Source: an optimization exercise on an open RTL-to-GDS flow (aim: small area, a short achievable clock period and few clock cycles per item). Production flows keep margins and buffers that such runs may drop.
At most, simulation tests tie the RTL to the original design; equivalence was not proved.
No activity file was given, so power comes from the tool's default toggle rates.

==> module systolic_mm_top, before the edit <==
module systolic_mm_top (
    input  logic                  clk,
    input  logic                  rst,
    input  logic                  in_valid,
    input  logic [8-1:0] in_data,
    output logic                  out_valid,
    output logic [8-1:0] out_data,
    output logic                  busy,
    output logic                  done
);
    logic       ld;        
    logic [6:0] icnt;      
    logic       bz;        
    logic       bz_nxt;
    logic       start;
    logic       acc;
    logic [6:0] idx;       
    assign start  = in_valid && (!bz || done);
    assign acc    = in_valid && (ld || start);
    assign idx    = start ? 7'd0 : icnt;
    assign bz_nxt = start || (bz && !done);
    logic [2:0] lnxt;
    assign lnxt = icnt[2:0] - icnt[5:3];
    logic       rm;
    logic [5:0] rc;
    logic       tvr;       
    logic       rm_nxt;
    assign rm_nxt = (acc && idx == 7'd127) || (rm && rc != 6'd56);
    always_ff @(posedge clk or negedge rst) begin
        if (!rst) begin
            ld   <= 1'b0;
            bz   <= 1'b0;
            rm   <= 1'b0;
            tvr  <= 1'b0;
        end else begin
            if (acc) begin
                ld <= (idx != 7'd127);
            end
            bz  <= bz_nxt;
            rm  <= rm_nxt;
            tvr <= acc && idx[6:3] == 4'hf && idx[2:0] != 3'd7;
        end
    end
    always_ff @(posedge clk) begin
        if (acc) begin
            icnt <= idx + 7'd1;
        end
        rc   <= rm ? rc + 6'd1 : 6'd0;
        busy <= rst && bz_nxt;   
    end
    logic [63:0]  la [8];   
    logic [511:0] bq;       
    logic [7:0]   aen;
    logic         ben;
    logic       idle;      
    logic [7:0] a_ok;      
    logic       b_ok;      
    logic       adv;       
    assign idle = !bz || done;
    assign adv  = rm && rc[2:0] == 3'd0;
    assign b_ok = ld && icnt[6];
    for (genvar m = 0; m < 8; m++) begin : g_aen
        if (m == 0) begin : g_0
            assign a_ok[m] = idle || (ld && !icnt[6] && lnxt == 3'd0);
        end else begin : g_m
            assign a_ok[m] = ld && !icnt[6] && lnxt == 3'(m);
        end
        assign aen[m] = (in_valid && a_ok[m]) || adv;
    end
    assign ben = (in_valid && b_ok) || rm;
    always_ff @(posedge clk) begin
        for (int m = 0; m < 8; m++) begin
            if (aen[m]) la[m] <= {in_data, la[m][63:8]};
        end
        if (ben) bq <= {(rm ? bq[7:0] : in_data), bq[511:8]};
    end
    logic [63:0] ta;
    logic [63:0] tb;
    for (genvar m = 0; m < 8; m++) begin : g_tap
        assign ta[8*m +: 8] = la[m][7:0];
        assign tb[8*m +: 8] = bq[8*(8*m+7) +: 8];
    end
    dot8 dot8_inst (
        .clk    (clk),
        .rst    (rst),
        .a      (ta),
        .b      (tb),
        .vin    (tvr || rm),
        .lin    (rm && rc == 6'd56),
        .res    (out_data),
        .vout   (out_valid),
        .lout   (done)
    );
endmodule
==> flow/config.mk <==
export PLATFORM = sky130hd
export DESIGN_NAME = systolic_mm_top
export DESIGN_NICKNAME = systolic_mm_top
export VERILOG_FILES = /design/flow/design.v
export SDC_FILE = /design/flow/constraint.sdc
export NUM_CORES = 4
export LEC_CHECK = 0
export CAP_MARGIN = 20
export CORE_MARGIN = 2
export CORE_UTILIZATION = 70
export CTS_CLUSTER_DIAMETER = 60
export CTS_CLUSTER_SIZE = 30
export SETUP_SLACK_MARGIN = 3.7
export SLEW_MARGIN = 20
==> flow/constraint.sdc <==
create_clock -name core_clock -period 6.0 [get_ports {clk}]
set_input_delay 1.2000 -clock core_clock [delete_from_list [all_inputs] [get_ports {clk}]]
set_output_delay 1.2000 -clock core_clock [all_outputs]
set_load 0.01 [all_outputs]
standard.sh (not shown) runs the stock make flow with config.mk's settings and CLKGATE_MAP_FILE= SYNTH_SCRIPT=/design/flow/synth_recipe.tcl, a recipe that flattens the netlist after the stock synthesis.
==> flow/flow/run.sh <==
#!/bin/bash
# Standard ORFS layout, except that synthesis skips the "abc -fast" pass of
# yosys synth's fine step (synth -noabc), so extract_fa sees the adder
# logic as written instead of after an ABC remap that flips polarities and
# leaves inverters around the full-adder cells. Everything else is the standard flow's
# standard.sh and synth_recipe.tcl unchanged.
set -euo pipefail
cd "$(dirname "$0")/.."
first='proc synth {args} { yosys synth -nofsm -noshare {*}$args }'
[[ "$(head -1 synth_recipe.tcl)" == "$first" ]] || { echo "unexpected synth_recipe.tcl" >&2; exit 1; }
{ echo 'proc synth {args} { yosys synth -nofsm -noshare -noabc {*}$args }'; tail -n +2 synth_recipe.tcl; } > noabc_synth.tcl
grep -q "SYNTH_SCRIPT=$PWD/synth_recipe.tcl" standard.sh || { echo "unexpected standard.sh" >&2; exit 1; }
sed "s#SYNTH_SCRIPT=$PWD/synth_recipe.tcl#SYNTH_SCRIPT=$PWD/noabc_synth.tcl#" standard.sh > noabc_standard.sh
bash noabc_standard.sh > layout.log 2>&1
Next try:
--- a/flow/design.v
+++ b/flow/design.v
@@ -3107,8 +3107,9 @@
     assign acc    = in_valid && (ld || start);
     assign idx    = start ? 7'd0 : icnt;
     assign bz_nxt = start || (bz && !done);
-    logic [2:0] lnxt;
-    assign lnxt = icnt[2:0] - icnt[5:3];
+    logic [7:0] lh;
+    logic [7:0] lcur;
+    assign lcur = start ? 8'h01 : lh;
     logic       rm;
     logic [5:0] rc;
     logic       tvr;       
@@ -3132,6 +3133,7 @@
     always_ff @(posedge clk) begin
         if (acc) begin
             icnt <= idx + 7'd1;
+            lh   <= (idx[2:0] == 3'd7) ? lcur : {lcur[6:0], lcur[7]};
         end
         rc   <= rm ? rc + 6'd1 : 6'd0;
         busy <= rst && bz_nxt;   
@@ -3140,22 +3142,12 @@
     logic [511:0] bq;       
     logic [7:0]   aen;
     logic         ben;
-    logic       idle;      
-    logic [7:0] a_ok;      
-    logic       b_ok;      
-    logic       adv;       
-    assign idle = !bz || done;
-    assign adv  = rm && rc[2:0] == 3'd0;
-    assign b_ok = ld && icnt[6];
-    for (genvar m = 0; m < 8; m++) begin : g_aen
-        if (m == 0) begin : g_0
-            assign a_ok[m] = idle || (ld && !icnt[6] && lnxt == 3'd0);
-        end else begin : g_m
-            assign a_ok[m] = ld && !icnt[6] && lnxt == 3'(m);
+    always_comb begin
+        for (int m = 0; m < 8; m++) begin
+            aen[m] = (acc && !idx[6] && lcur[m]) || (rm && rc[2:0] == 3'd0);
         end
-        assign aen[m] = (in_valid && a_ok[m]) || adv;
     end
-    assign ben = (in_valid && b_ok) || rm;
+    assign ben = (acc && idx[6]) || rm;
     always_ff @(posedge clk) begin
         for (int m = 0; m < 8; m++) begin
             if (aen[m]) la[m] <= {in_data, la[m][63:8]};
Result: The changed run completed without violations; setup slack is better by 0.32 ns; sequential cell count goes up by 8; core utilization drops by 2.4 points; register-to-register slack is better by 0.36 ns; non-clock buffer count drops by 86; critical path depth came out lower by 6; sequential power rose by a quarter to a third; die area climbs slightly; total power rises by well over a third.
Testbench counts after the change, summed over its fixed seeds: cycles 24,072, jobs 128.
Only the layout flow was run in the first run of this note; the RTL was not checked for function there.

port drivers added, routing unchanged:
No port has a modelled driver above. Below, the same layouts with a new extraction and two added sets of constraints. Step 1 (the two cells are an assumption about what drives the block):
set clk [get_ports {clk}]
set_driving_cell -lib_cell sky130_fd_sc_hd__clkbuf_16 $clk
set_driving_cell -lib_cell sky130_fd_sc_hd__buf_2 [delete_from_list [all_inputs] $clk]
Step 2 also shifts input and output timing later by t, the mid clock arrival at the registers, as if the neighbouring blocks saw the same clock. a / b / c = ideal ports / drivers / drivers and shift; a / b = the first two.
run	t (ns)	slack for setup (ns)	worst setup path at the end	worst slew at a driven data input, ns
the first run	0.709	3.379 / 3.379 / 2.932	input to register	0.04
the second run	0.721	3.695 / 3.628 / 3.029	input to register	0.04
After both steps every run listed still meets setup and hold. For the second run, which loses most, drivers alone change the setup slack by -0.067 ns; drivers and shift together by -0.666 ns.
